Context: an optimization exercise on an open-source flow, tuned for small area and a short achievable clock period. The choices shown serve that exercise and are no tape-out recipe.
At most, simulation tests tie the RTL to the original design; equivalence was not proved.
For runs 2 and 3, only the layout was checked, not whether the RTL still works.
Power figures rest on the tool's default switching activity, not on a simulated workload.

## flow/design.v

```verilog
module pulse_seq_multi #(
  parameter int unsigned NumCh     = 4,
  parameter int unsigned CntW      = 24,
  parameter int unsigned ScanSteps = 16
) (
  input  logic                          clk,
  input  logic                          rst,
  input  logic                          trig,
  input  logic                          scan_trig,
  input  logic                          cfg_we,
  input  logic [((NumCh > 1) ? $clog2(NumCh) : 1)-1:0] cfg_ch,
  input  logic [1:0]                    cfg_sel,
  input  logic [CntW-1:0]               cfg_data,
  output logic [NumCh-1:0]              pulse,
  output logic                          busy,
  output logic [$clog2(ScanSteps)-1:0]  scan_idx,
  output logic                          overrun
);
  localparam int unsigned ChW  = (NumCh > 1) ? $clog2(NumCh) : 1;
  localparam int unsigned IdxW = $clog2(ScanSteps);
  localparam logic [IdxW-1:0] LastIdx = IdxW'(ScanSteps - 1);
  logic [2:0]       trig_sync_q, scan_sync_q;
  logic             trig_edge_q, scan_edge_q;
  logic [NumCh-1:0] mask_q, act_q, pulse_q, first_q, act_d;
  logic             busy_q;
  logic [IdxW-1:0]  idx_q;
  logic             overrun_q, any_edge, shot, scan_shot, mask_wr, off_clr;
  logic [CntW-1:0]  wdata;
  function automatic logic [CntW:0] add_c(input logic [CntW-1:0] a, input logic [CntW-1:0] b);
    logic [CntW-1:0] g, p, gn, pn;
    g = a & b;
    p = a ^ b;
    for (int s = 1; s < CntW; s = s * 2) begin
      gn = g;
      pn = p;
      for (int i = 0; i < CntW; i++) begin
        if ((i / s) % 2 == 1) begin
          gn[i] = g[i] | (p[i] & g[(i / s) * s - 1]);
          pn[i] = p[i] & p[(i / s) * s - 1];
        end
      end
      g = gn;
      p = pn;
    end
    add_c = {g[CntW-1], a ^ b ^ {g[CntW-2:0], 1'b0}};
  endfunction
  function automatic logic [CntW-1:0] dec1(input logic [CntW-1:0] a);
    logic [CntW-1:0] o, on;
    o = a;
    for (int s = 1; s < CntW; s = s * 2) begin
      on = o;
      for (int i = 0; i < CntW; i++) begin
        if ((i / s) % 2 == 1) on[i] = o[i] | o[(i / s) * s - 1];
      end
      o = on;
    end
    dec1 = a ^ ~{o[CntW-2:0], 1'b0};
  endfunction
  assign busy      = busy_q;
  assign any_edge  = trig_edge_q | scan_edge_q;
  assign shot      = any_edge & ~busy_q;
  assign scan_shot = shot & scan_edge_q;
  assign mask_wr   = cfg_we & (cfg_sel == 2'd3);
  assign wdata     = cfg_data & {CntW{~rst}};
  assign off_clr   = rst | mask_wr | (scan_shot & (idx_q == LastIdx));
  always_ff @(posedge clk) begin
    if (rst) begin
      trig_sync_q <= '0;
      scan_sync_q <= '0;
      trig_edge_q <= 1'b0;
      scan_edge_q <= 1'b0;
      idx_q       <= '0;
      overrun_q   <= 1'b0;
    end else begin
      trig_sync_q <= {trig_sync_q[1:0], trig};
      scan_sync_q <= {scan_sync_q[1:0], scan_trig};
      trig_edge_q <= trig_sync_q[1] & ~trig_sync_q[2];
      scan_edge_q <= scan_sync_q[1] & ~scan_sync_q[2];
      if (mask_wr)        idx_q <= '0;
      else if (scan_shot) idx_q <= idx_q + IdxW'(1);
      if (any_edge && busy) overrun_q <= 1'b1;
      else if (mask_wr)     overrun_q <= 1'b0;
    end
  end
  always_ff @(posedge clk) begin
    if (rst || mask_wr) mask_q <= wdata[NumCh-1:0];
  end
  for (genvar c = 0; c < NumCh; c++) begin : g_ch
    logic [CntW-1:0] delay_q, width_q, step_q, offset_q, cnt_q, wlat_q, eff_w, wlat_full, m;
    logic [CntW:0]   sum_w, sum_o;
    logic            osat_q, wsat_q, wlnz_q, eff_sat;
    logic            ch_wr, dnz, ewnz, wlnz, last, start;
    assign ch_wr   = cfg_we & (cfg_ch == ChW'(c));
    assign sum_w   = add_c(width_q, offset_q);
    assign sum_o   = add_c(offset_q, step_q);
    assign eff_w   = scan_edge_q ? sum_w[CntW-1:0] : width_q;
    assign eff_sat = scan_edge_q & (sum_w[CntW] | osat_q);
    assign ewnz    = (width_q != '0) | (scan_edge_q & ((offset_q != '0) | osat_q));
    assign dnz     = delay_q != '0;
    assign wlnz    = wlnz_q;
    always_ff @(posedge clk) begin
      if (rst || (ch_wr && cfg_sel == 2'd0)) delay_q <= wdata;
      if (rst || (ch_wr && cfg_sel == 2'd1)) width_q <= wdata;
      if (rst || (ch_wr && cfg_sel == 2'd2)) step_q  <= wdata;
      if (off_clr) begin
        offset_q <= '0;
        osat_q   <= 1'b0;
      end else if (scan_shot) begin
        offset_q <= sum_o[CntW-1:0];
        osat_q   <= osat_q | sum_o[CntW];
      end
    end
    assign wlat_full = wlat_q | {CntW{wsat_q}};
    assign m         = first_q[c] ? wlat_full : cnt_q;
    assign last      = m == CntW'(1);
    assign start     = shot & mask_q[c] & (dnz | ewnz);
    always_ff @(posedge clk) begin
      if (!act_q[c]) begin
        wlat_q <= eff_w;
        wsat_q <= eff_sat;
        wlnz_q <= ewnz;
        cnt_q  <= delay_q;
      end else begin
        cnt_q  <= dec1(m);
      end
    end
    always_comb begin
      if (rst)              act_d[c] = 1'b0;
      else if (!act_q[c])   act_d[c] = start;
      else                  act_d[c] = ~(last & (pulse_q[c] | ~wlnz));
    end
    always_ff @(posedge clk) begin
      act_q[c]   <= act_d[c];
      first_q[c] <= act_q[c] ? (~pulse_q[c] & last & wlnz) : ~dnz;
      if (rst) begin
        pulse_q[c] <= 1'b0;
      end else if (!act_q[c]) begin
        if (start) pulse_q[c] <= ~dnz;
      end else if (last) begin
        pulse_q[c] <= ~pulse_q[c] & wlnz;
      end
    end
  end
  always_ff @(posedge clk) busy_q <= |act_d;
  assign pulse    = pulse_q;
  assign scan_idx = idx_q;
  assign overrun  = overrun_q;
endmodule
```

## flow/flow/run.sh

```bash
#!/bin/bash
# Standard ORFS layout with three changes: port buffers are buf_2 cells instead of the
# default delay cell, repair may resize a cell to any footprint, and CTS adds no dummy loads.
# Synthesis is the standard one, run on its own first.
set -euo pipefail
bash standard.sh synth > synth.log 2>&1
bash standard.sh \
  "MATCH_CELL_FOOTPRINT=0" \
  "BUFFER_PORTS_ARGS=-buffer_cell sky130_fd_sc_hd__buf_2" \
  "CTS_ARGS=-sink_clustering_enable -repair_clock_nets -dont_use_dummy_load -sink_clustering_size 24 -sink_clustering_max_diameter 100" \
  finish > layout.log 2>&1
```

## flow/standard.sh

```bash
#!/bin/bash
# synth_recipe.tcl (not shown) runs the flow's synth.tcl, then flattens the netlist and writes it again
# the make line also repeats each setting of config.mk as NAME=value (left out here)
make -C /OpenROAD-flow-scripts/flow DESIGN_CONFIG=/design/flow/config.mk WORK_HOME=/design/flow/orfs CLKGATE_MAP_FILE= SYNTH_SCRIPT=/design/flow/synth_recipe.tcl "${@:-finish}"
```

## flow/config.mk

```make
export PLATFORM = sky130hd
export DESIGN_NAME = pulse_seq_multi
export DESIGN_NICKNAME = pulse_seq_multi
export VERILOG_FILES = /design/flow/design.v
export SDC_FILE = /design/flow/constraint.sdc
export NUM_CORES = 4
export LEC_CHECK = 0
export CAP_MARGIN = 20
export CORE_MARGIN = 2
export CORE_UTILIZATION = 40
export SETUP_SLACK_MARGIN = 2.5
export SLEW_MARGIN = 20
```

## flow/constraint.sdc

```tcl
create_clock -name core_clock -period 5.5 [get_ports {clk}]
set_input_delay 1.1000 -clock core_clock [delete_from_list [all_inputs] [get_ports {clk}]]
set_output_delay 1.1000 -clock core_clock [all_outputs]
set_load 0.01 [all_outputs]
```

==> qor.yml, run 1 <==
outcome: "timing/DRC/antenna clean"
crit_path_start_kind: "flop"
period_share: 0.5553
yosys.area.top_type_share: 0.3792
synthXorXnorAreaFrac: 0.04692
wire_per_inst_um: 22.47
netSwitchingPower_uw: 2471
viasPerCell: 5.731
synth_largest_area_cell: "edfxtp_1"
synth_compound_area_frac: 0.1425
arrival_ns: 3.39
slew_headroom: 0.2830
clock_sinks: 618
period_minus_slack_ns: 3.054
synth-warning-count: 1
place_congestion: 0.8941
ant_nets: 0
yosys-top-cells-count: "edfxtp_1 (396), nor2_1 (243), nand2_1 (228)"
grt_max_degree: 56
crit_buf_inv: 0
drv_slew: 0
fp.coreArea_mm2: 0.07759
initialDrtViolationCount: 1990
dpl.hpwl_um: 59500
hold_path_class: "flop to flop"
drive_gt1_frac: 0.1172
clkPwrFrac: 0.258
worst_setup_path_end_kind: "flop"
synth_edf_count: 396
grt_pass1_wl_um: 132100
cts_tree: "built"
ys_types: 86
drcViolationCount: 0
dieArea_mm2: 0.08065
initial_utilization: 0.4041
path_class: "flop to flop"
rsz0062_at_grt: "yes"
power_density_mw_per_mm2: 271.5
pwr-share-seq: 0.604
ir_drop_v: 0.0002280
synth_top_family_by_area: "compound AO/OA/AOI/OAI gates"
row_count: 102
die_h_um: 284.0
routed_wl_um: 87840
drv_cap: 0
cts_max_path_buffers: 3
grt_usage: 0.2120
hold_viol: 0
dp_cells: 3841
h-tree-depth: 1
yosysMostFrequentCell: "edfxtp_1"
crit_family: "compound AO/OA/AOI/OAI gates"
first_pass_iters: 5
syn_nets: 3110
yosys-top-cells-area: "edfxtp_1 (38%), dfxtp_1 (14%), ha_1 (8.3%)"
area_growth_syn_to_layout_pct: 9.405
slowest_delay_ns: 0.42
die_w_um: 284.0
path_cells: "ha_2, fa_2, a211oi_2, o21bai_2, o2111a_2, o211ai_1, nand2_2, a311oi_4, xnor2_1, mux2_4"
fmax_mhz: 327.4
reg2reg_setup_slack_ns: 2.45
synth_cells: 2828
final.setup.tns_ns: 0
synthArstFlopShare: 0
grt_pass1_vias: 22003
yosys.area_share.simple: 0.1316
muxShareOfSynthArea: 0.02614
avgSynthCellArea_um2: 11.09
required_ns: 5.84
p_int_uw: 6844
numCtsBuffers: 30
ios: 43
worst_pin_slew_ns: 1.075
power_leakage_uw: 0.01322
clock_latency_ns: 0.62
power_frac_comb: 0.138
yosysSeqAreaShare: 0.5209
swShare: 0.2653
crit_path_top_delay_cell: "edfxtp_1"
gr-total-overflow: 0
vias: 22410
cts.clk_slew.worst_paths_ns: 0.10
synth_area_mm2: 0.03136
setup_viol: 0
fin_nets: 3152
synthAdderAreaFrac: 0.1089
synth_ff_type: "edfxtp_1"
holdBufCountCts: 0
skew_ns: 0.03206
finalNonFillerCells: 3910
root_buffer: "clkbuf_16"
cp_max_fo: 4
synth-seq-cells: 618
antenna_found_initial: 13
numPortBuffers: 42
==> state kept, by name, summed over array words and instances, names as in the netlist, 96 cells and up <==
signal,cells
g_ch.delay_q,96
g_ch.cnt_q,96
g_ch.offset_q,96
g_ch.wlat_q,96
g_ch.width_q,96
g_ch.step_q,96
==> logic make-up after synthesis <==
| kind of cell | count (synthesis) |
|---|---|
| AOI/OAI and AO/OA | 683 |
| xor gates and xnor gates | 168 |
| adders and majority gates | 249 |
| buffers and inverters | 187 |
| DFF | 618 |
| muxes | 74 |
| and+or+nand+nor | 849 |
==> repair_timing <==
action,CTS,global route
buffers inserted,17,19
endpoints found under the hold margin,0,0
resized for setup,36,54
pin swaps,20,32
setup endpoints to repair,136,93
gates cloned,0,1
==> power by group through the flow <==
stage / clock network [µW] / registers (µW) / logic [µW]
final: 2410 / 5620 / 1290
after global routing: 2630 / 5660 / 1420
after CTS: 2470 / 5620 / 1260
after detailed placement: 0 / 5730 / 1230
after global placement: 0 / 5720 / 1190
after floorplan: 0 / 5610 / 891
==> layer usage <==
metal	up-vias	GRT usage	routed length, µm
met3	110	0.03071	6239
met2	702	0.3499	40960
met4	6	0.05566	2169
li1	10568	-	-
met5	-	0	41
met1	11024	0.2921	38430
==> placed cells by master (no fill, tap or decap), drive strengths merged, types with 52 or more instances in the layout <==
| cell type | n |
|---|---|
| a21o | 64 |
| a21oi | 220 |
| buf | 114 |
| dfxtp | 222 |
| edfxtp | 396 |
| ha | 209 |
| inv | 81 |
| mux2 | 63 |
| nand2 | 231 |
| nor2 | 245 |
| nor2b | 55 |
| nor3 | 82 |
| nor4 | 81 |
| o21ai | 111 |
| o22ai | 52 |
| xnor2 | 112 |
| xor2 | 56 |
==> path summary, 6_finish.rpt <==
check,cells after the start,to,start
setup / recovery,10,g_ch[3].wlat_q[22],g_ch[3].width_q[0]
hold / removal,1,scan_edge_q,scan_sync_q[2]
setup reg to reg,10,g_ch[3].wlat_q[22],g_ch[3].width_q[0]
hold reg to reg,1,scan_edge_q,scan_sync_q[2]
==> final cells by class <==
class                      count  area [µm²]
sequential                   618       16340
inverter                      82       307.8
multi-input combinational   2024       14810
clock buffer                  30       750.7
tap                         1040        1301
timing repair buffer         114       790.8
fill                        7174       43290
antenna                        2       5.005
==> metrics by stage <==
step           instance area, µm²    util  hold WS, ns  worst slack [ns]  power (µW)
2_1_floorplan               31360       -       0.3674             2.511        6500
3_3_place_gp                32870  0.4236       0.3764             2.175        6913
3_5_place_dp                32870  0.4237       0.3652             2.130        6959
4_1_cts                     33910  0.4370       0.3860             2.429        9347
5_1_grt                     34310  0.4421       0.4090             2.353        9715
6_report                    34310  0.4421       0.3853             2.446        9315
==> inputs of run 2 (changes only) <==
--- a/flow/design.v
+++ b/flow/design.v
@@ -93,7 +93,8 @@
     assign ch_wr   = cfg_we & (cfg_ch == ChW'(c));
     assign sum_w   = add_c(width_q, offset_q);
     assign sum_o   = add_c(offset_q, step_q);
-    assign eff_w   = scan_edge_q ? sum_w[CntW-1:0] : width_q;
+    assign eff_w   = (width_q ^ (offset_q & {CntW{scan_edge_q}})) ^
+                     ((sum_w[CntW-1:0] ^ width_q ^ offset_q) & {CntW{scan_edge_q}});
     assign eff_sat = scan_edge_q & (sum_w[CntW] | osat_q);
     assign ewnz    = (width_q != '0) | (scan_edge_q & ((offset_q != '0) | osat_q));
     assign dnz     = delay_q != '0;
--- a/flow/flow/run.sh
+++ b/flow/flow/run.sh
@@ -7,5 +7,5 @@
 bash standard.sh \
   "MATCH_CELL_FOOTPRINT=0" \
   "BUFFER_PORTS_ARGS=-buffer_cell sky130_fd_sc_hd__buf_2" \
-  "CTS_ARGS=-sink_clustering_enable -repair_clock_nets -dont_use_dummy_load -sink_clustering_size 24 -sink_clustering_max_diameter 100" \
+  "CTS_ARGS=-sink_clustering_enable -repair_clock_nets -dont_use_dummy_load -sink_clustering_size 28 -sink_clustering_max_diameter 90" \
   finish > layout.log 2>&1
==> qor.yml, run 2 <==
synth_edf_count: 396
drive_gt1_frac: 0.1351
grt_max_degree: 101
yosys-top-cells-area: "edfxtp_1 (38%), dfxtp_1 (14%), ha_1 (8.4%)"
yosys-top-cells-count: "edfxtp_1 (396), nor2_1 (274), a21oi_1 (251)"
synth-warning-count: 1
synth_area_mm2: 0.03120
crit_end: "g_ch[1].wsat_q"
initial_utilization: 0.4034
cts_tree: "built"
routed_wl_um: 84910
die_w_um: 283.3
drv_slew: 0
ios: 43
required_ns: 5.85
period_minus_slack_ns: 3.042
setup_slack_ns: 2.458
outcome: "timing/DRC/antenna clean"
muxShareOfSynthArea: 0.02021
reg2reg_setup_slack_ns: 2.46
hold_viol: 0
viasPerCell: 5.689
synth-seq-cells: 618
synthXorXnorAreaFrac: 0.04660
clock_latency_ns: 0.61
power_density_mw_per_mm2: 268.1
h-tree-depth: 1
skew_ns: 0.03142
setup_viol: 0
cp_max_fo: 3
drv_cap: 0
die_h_um: 283.3
arrival_ns: 3.39
r2r_start: "g_ch[1].width_q[0]"
clock_sinks: 618
yosys.area.top_type_share: 0.3811
synth_compound_area_frac: 0.1394
preCtsSetupSlack_ns: 1.918
yosysSeqAreaShare: 0.5236
period_share: 0.5531
antenna_found_initial: 8
power_leakage_uw: 0.01318
place_congestion: 0.8578
cts.clk_slew.worst_paths_ns: 0.11
ir_drop_v: 0.0001634
vias: 22430
wire_per_inst_um: 21.53
ys_types: 90
cts_max_path_buffers: 3
area_growth_syn_to_layout_pct: 10.74
numCtsBuffers: 29
path_class: "flop to flop"
final_cell_mix: "edfxtp_1 (396), nor2_1 (270), a21oi_1 (239)"
synth_ff_type: "edfxtp_1"
dieArea_mm2: 0.08025
synth_largest_area_cell: "edfxtp_1"
grt_pass1_vias: 22054
yosysMostFrequentCell: "edfxtp_1"
syn_nets: 3125
synth_cells: 2843
final_common_cell: "edfxtp_1"
yosys.area_share.simple: 0.1355
row_count: 102
root_buffer: "clkbuf_16"
fmax_mhz: 328.7
crit_path_start_kind: "flop"
worst_pin_slew_ns: 1.097
fp.coreArea_mm2: 0.07734
rr_endpoint: "g_ch[1].wsat_q"
grt_usage: 0.2044
grt_pass1_wl_um: 129200
gr-total-overflow: 0
avgSynthCellArea_um2: 10.97
hold_path_class: "flop to flop"
worst_setup_path_end_kind: "flop"
slew_headroom: 0.2651
ant_nets: 0
rsz0062_at_grt: "yes"
synth_top_family_by_area: "compound AO/OA/AOI/OAI gates"
fin_nets: 3186
drcViolationCount: 0
synthArstFlopShare: 0
numPortBuffers: 42
first_pass_iters: 6
dpl.hpwl_um: 56820
final.setup.tns_ns: 0
critPathLaunch: "g_ch[1].width_q[0]"
synthAdderAreaFrac: 0.1095
r2r_cells: 11
initialDrtViolationCount: 1707
run 2: area by class of cell:
class	count	area (µm²)
repair buffers	133	993.5
diodes	1	2.502
inverters	99	371.6
multi-input cells	2023	14800
well taps	1040	1301
flip-flops and latches	618	16350
clock buffers	29	725.7
fillers	7080	42790
run 2: how the worst min path moves through the flow:
| stage | cells past startpoint | from | end |
|---|---|---|---|
| after global routing | 1 | trig_sync_q[2] | trig_edge_q |
| after detailed placement | 1 | trig_sync_q[2] | trig_edge_q |
| after global placement | 1 | trig_sync_q[2] | trig_edge_q |
| after floorplan | 1 | scan_sync_q[2] | scan_edge_q |
| after CTS | 1 | trig_sync_q[2] | trig_edge_q |
| final | 1 | trig_sync_q[2] | trig_edge_q |
run 2: worst max-delay path, stage by stage, from the launching register on:
cell and delay [ns]:
edfxtp_1 0.42, ha_2 0.21, inv_2 0.05, fa_2 0.20, nand2b_4 0.13, a21o_1 0.17, a31oi_4 0.10, a211o_1 0.33
a21bo_2 0.23, a2111o_1 0.41, and3_4 0.19, o41a_1 0.33
run 2: power breakdown:
part	internal (µW)	switching [µW]	total [µW]
clock network	941	1420	2360
logic	515	764	1280
registers	5360	268	5630
run 2: routing by layer:
metal  up-vias  part of all wire  global-route usage
met2       626              0.47              0.3448
li1      10599                 -                   -
met3       125             0.047             0.01409
met5         -          0.000082                   0
met4         2             0.027             0.05529
met1     11078              0.45              0.2846
run 2: what timing repair did:
action / CTS / global route
gates cloned: 1 / 1
endpoints found under the setup margin: 105 / 73
hold buffers: 0 / 0
pin swaps: 15 / 45
setup buffers: 22 / 34
resized for setup: 65 / 82
run 2: logic make-up (layout without fill, tap and decap cells):
kind of cell	after synthesis	in the layout
xor+xnor	166	166
simple gates	865	865
compound gates	687	687
mux	56	56
buf+inv	202	261
flops	618	618
fa+ha+maj	249	249
other cells	0	1
run 2: metrics by stage:
stage	cell area [µm²]	total power (µW)	util	instances	hold WS, ns
floorplan	31240	6488	-	2843	0.3674
global placement	32680	6891	0.4226	3855	0.3798
detailed placement	32690	6931	0.4227	3855	0.3765
CTS	33890	9279	0.4382	3907	0.3859
global route	34550	9650	0.4467	3942	0.4076
finish	34550	9263	0.4468	3943	0.3827
==> inputs of run 3 (changes only) <==
--- a/flow/design.v
+++ b/flow/design.v
@@ -91,11 +91,10 @@
     logic            osat_q, wsat_q, wlnz_q, eff_sat;
     logic            ch_wr, dnz, ewnz, wlnz, last, start;
     assign ch_wr   = cfg_we & (cfg_ch == ChW'(c));
-    assign sum_w   = add_c(width_q, offset_q);
+    assign sum_w   = add_c(width_q, offset_q & {CntW{scan_edge_q}});
     assign sum_o   = add_c(offset_q, step_q);
-    assign eff_w   = (width_q ^ (offset_q & {CntW{scan_edge_q}})) ^
-                     ((sum_w[CntW-1:0] ^ width_q ^ offset_q) & {CntW{scan_edge_q}});
-    assign eff_sat = scan_edge_q & (sum_w[CntW] | osat_q);
+    assign eff_w   = sum_w[CntW-1:0];
+    assign eff_sat = sum_w[CntW] | (scan_edge_q & osat_q);
     assign ewnz    = (width_q != '0) | (scan_edge_q & ((offset_q != '0) | osat_q));
     assign dnz     = delay_q != '0;
     assign wlnz    = wlnz_q;
==> qor.yml, run 3 <==
reg2reg_setup_slack_ns: 2.13
die_w_um: 280.5
power_frac_comb: 0.121
period_minus_slack_ns: 3.365
hold_path_class: "flop to flop"
first_pass_iters: 8
gr-total-overflow: 0
arrival_ns: 3.75
crit_path_start_kind: "flop"
clock_sinks: 618
wire_per_inst_um: 22.03
ys_types: 73
required_ns: 5.88
dieArea_mm2: 0.07867
synth_ff_type: "edfxtp_1"
row_count: 101
numCtsBuffers: 28
p_int_uw: 6659
synth-seq-cells: 618
clkPwrFrac: 0.258
root_buffer: "clkbuf_16"
cts_max_path_buffers: 3
place_congestion: 0.8621
cp_max_fo: 5
cp.depth: 12
power_leakage_uw: 0.01319
netSwitchingPower_uw: 2316
min_to: "trig_edge_q"
path_class: "flop to flop"
numPortBuffers: 42
die_h_um: 280.5
synth_area_mm2: 0.03058
setup_viol: 0
vias: 21689
critPathLaunch: "scan_edge_q"
antenna_found_initial: 19
slew_headroom: 0.2754
synth_largest_area_cell: "edfxtp_1"
synth_edf_count: 396
yosys.area.top_type_share: 0.3889
syn_nets: 3070
drv_slew: 0
final_cell_mix: "edfxtp_1 (396), nor2_1 (246), a21oi_1 (232)"
h-tree-depth: 1
r2r_cells: 12
clock_latency_ns: 0.63
hold_depth: 1
rsz0062_at_grt: "yes"
drcViolationCount: 0
outcome: "timing/DRC/antenna clean"
ios: 43
final_common_cell: "edfxtp_1"
yosys-top-cells-area: "edfxtp_1 (39%), dfxtp_1 (15%), ha_1 (8.6%)"
ir_drop_v: 0.0002273
power_density_mw_per_mm2: 266.0
slowest_delay_ns: 0.40
grt_pass1_vias: 21477
pwr-share-seq: 0.621
initialDrtViolationCount: 1732
avgSynthCellArea_um2: 10.97
swShare: 0.2581
crit_buf_inv: 1
fin_nets: 3120
path_cells: "buf_6, and2_4, ha_4, fa_2, a21o_1, a41o_1, o41ai_4, a31oi_4, a2111oi_4, o311ai_2, a21o_1, a221o_1"
hp-start: "trig_sync_q[2]"
fmax_mhz: 297.2
worst_pin_slew_ns: 1.083
drive_gt1_frac: 0.1051
n_fill_cell: 6945
crit_family: "compound AO/OA/AOI/OAI gates"
area_growth_syn_to_layout_pct: 10.36
initial_utilization: 0.4033
grt_usage: 0.2095
cts.clk_slew.worst_paths_ns: 0.11
drv_cap: 0
grt_max_degree: 90
viasPerCell: 5.682
hold_viol: 0
final.setup.tns_ns: 0
rr_endpoint: "g_ch[2].wsat_q"
dpl.hpwl_um: 55780
yosysMostFrequentCell: "edfxtp_1"
skew_ns: 0.04264
cts_tree: "built"
crit_path_top_delay_cell: "dfxtp_4"
crit_top_cell: "a21o_1"
yosysSeqAreaShare: 0.5343
routed_wl_um: 84100
whs_ns: 0.4359
synth-warning-count: 1
fp.coreArea_mm2: 0.07582
period_share: 0.6118
yosys-top-cells-count: "edfxtp_1 (396), a21oi_1 (253), nor2_1 (252)"
r2r_start: "scan_edge_q"
holdBufCountCts: 0
worst_setup_path_end_kind: "flop"
ant_nets: 0
grt_pass1_wl_um: 126100
synth_cells: 2788
synthArstFlopShare: 0
[run 3: cell types whose count changed after synthesis, moves of 11 or more]
cell	before	now
xor2_1	57	79
o22ai_1	50	61
mux2_2	56	2
nor2_1	274	252
and2_1	5	96
inv_1	96	83
[run 3: cell families (layout without fill, tap and decap cells)]
group,Yosys count,after routing,share of synthesized area
buffers and inverters,187,235,0.02337
adder cells (fa/ha/maj),249,249,0.1117
flip-flops,618,618,0.5343
other,0,3,0
multiplexers,2,2,0.0007365
AO/OA/AOI/OAI,642,642,0.1314
AND/OR/NAND/NOR,909,909,0.1467
XOR/XNOR,181,181,0.05185
[run 3: worst reg2reg max path: cells and delay by family (launching register included)]
kind | cells | cell delay [ns]
DFF | 1 | 0.40
AOI/OAI and AO/OA | 8 | 1.93
adders and majority gates | 2 | 0.50
buffers and inverters | 1 | 0.14
and+or+nand+nor | 1 | 0.16
[run 3: how the worst max path moves through the flow]
stage / endpoint / slack (ns)
final: g_ch[2].wsat_q / 2.13
after global routing: g_ch[2].wsat_q / 2.03
after CTS: g_ch[2].wsat_q / 2.17
after detailed placement: g_ch[3].offset_q[22] / 1.64
after global placement: g_ch[2].offset_q[11] / 1.80
after floorplan: g_ch[1].wsat_q / 2.22
[run 3: power groups by stage]
stage,sequential (µW),clock [µW],combinational [µW]
5_1_grt,5610,2520,1200
2_1_floorplan,5580,0,721
4_1_cts,5570,2370,1070
3_3_place_gp,5670,0,1000
6_report,5570,2320,1090
3_5_place_dp,5680,0,1040
[run 3: stage by stage]
step / cells / utilization / worst slack, ns / total power, µW / cell area (µm²)
floorplan: 2788 / - / 2.216 / 6305 / 30670
finish: 3817 / 0.4450 / 2.135 / 8975 / 33740
detailed placement: 3740 / 0.4230 / 1.637 / 6713 / 32070
global route: 3815 / 0.4450 / 2.029 / 9340 / 33740
global placement: 3740 / 0.4230 / 1.803 / 6670 / 32070
CTS: 3790 / 0.4378 / 2.167 / 9002 / 33190
[run 3: what timing repair did]
item,in CTS,in global routing
resized for setup,56,78
gates cloned,0,1
endpoints found under the setup margin,149,116
pin swaps,13,41
buffers inserted,22,23
[run 3: routing by layer]
| metal | share of wire | track usage | vias to the layer above |
|---|---|---|---|
| met4 | 0.035 | 0.06732 | 0 |
| li1 | - | - | 10257 |
| met3 | 0.076 | 0.02981 | 124 |
| met2 | 0.47 | 0.3599 | 709 |
| met1 | 0.41 | 0.2720 | 10599 |
| met5 | 0 | 0 | - |
[run 3: cell type report]
cell class	instances	area [µm²]	area share
antenna	3	7.507	0.0002225
clock buffer	28	700.7	0.02077
inverter	85	319.1	0.009456
multi-input combinational	1983	14210	0.4212
sequential	618	16340	0.4842
tap	978	1224	0.03627
timing repair buffer	122	939.7	0.02785

## re-timing with driven ports
In the flow no input, the clock included, has a driving cell. The finished layouts below were timed again as built, in two steps. Step 1 sets driving cells, clkbuf_16 on the clock port and buf_2 on the other inputs (assumed; they add their load-dependent delay and slew). Step 2 adds t to the input delays and takes it off the output delays; t is the mean of the earliest and latest rising clock arrival at the registers after step 1. Input paths then give back, and output paths get back, about the clock's delay inside the block. Slacks: ideal / step 1 / step 2; pairs: ideal / step 1.
run | t, ns | setup slack, ns | latest minus earliest clock arrival (ns)
run 1 | 0.672 | 2.446 / 2.446 / 2.174 | 0.038 / 0.038
run 2 | 0.663 | 2.458 / 2.458 / 2.256 | 0.033 / 0.034
run 3 | 0.672 | 2.135 / 2.135 / 2.126 | 0.043 / 0.043
After both steps setup and hold are still met in every run listed. The setup slack of run 1, which loses most, moves by 0.000 ns with the drivers and by -0.272 ns with both steps.
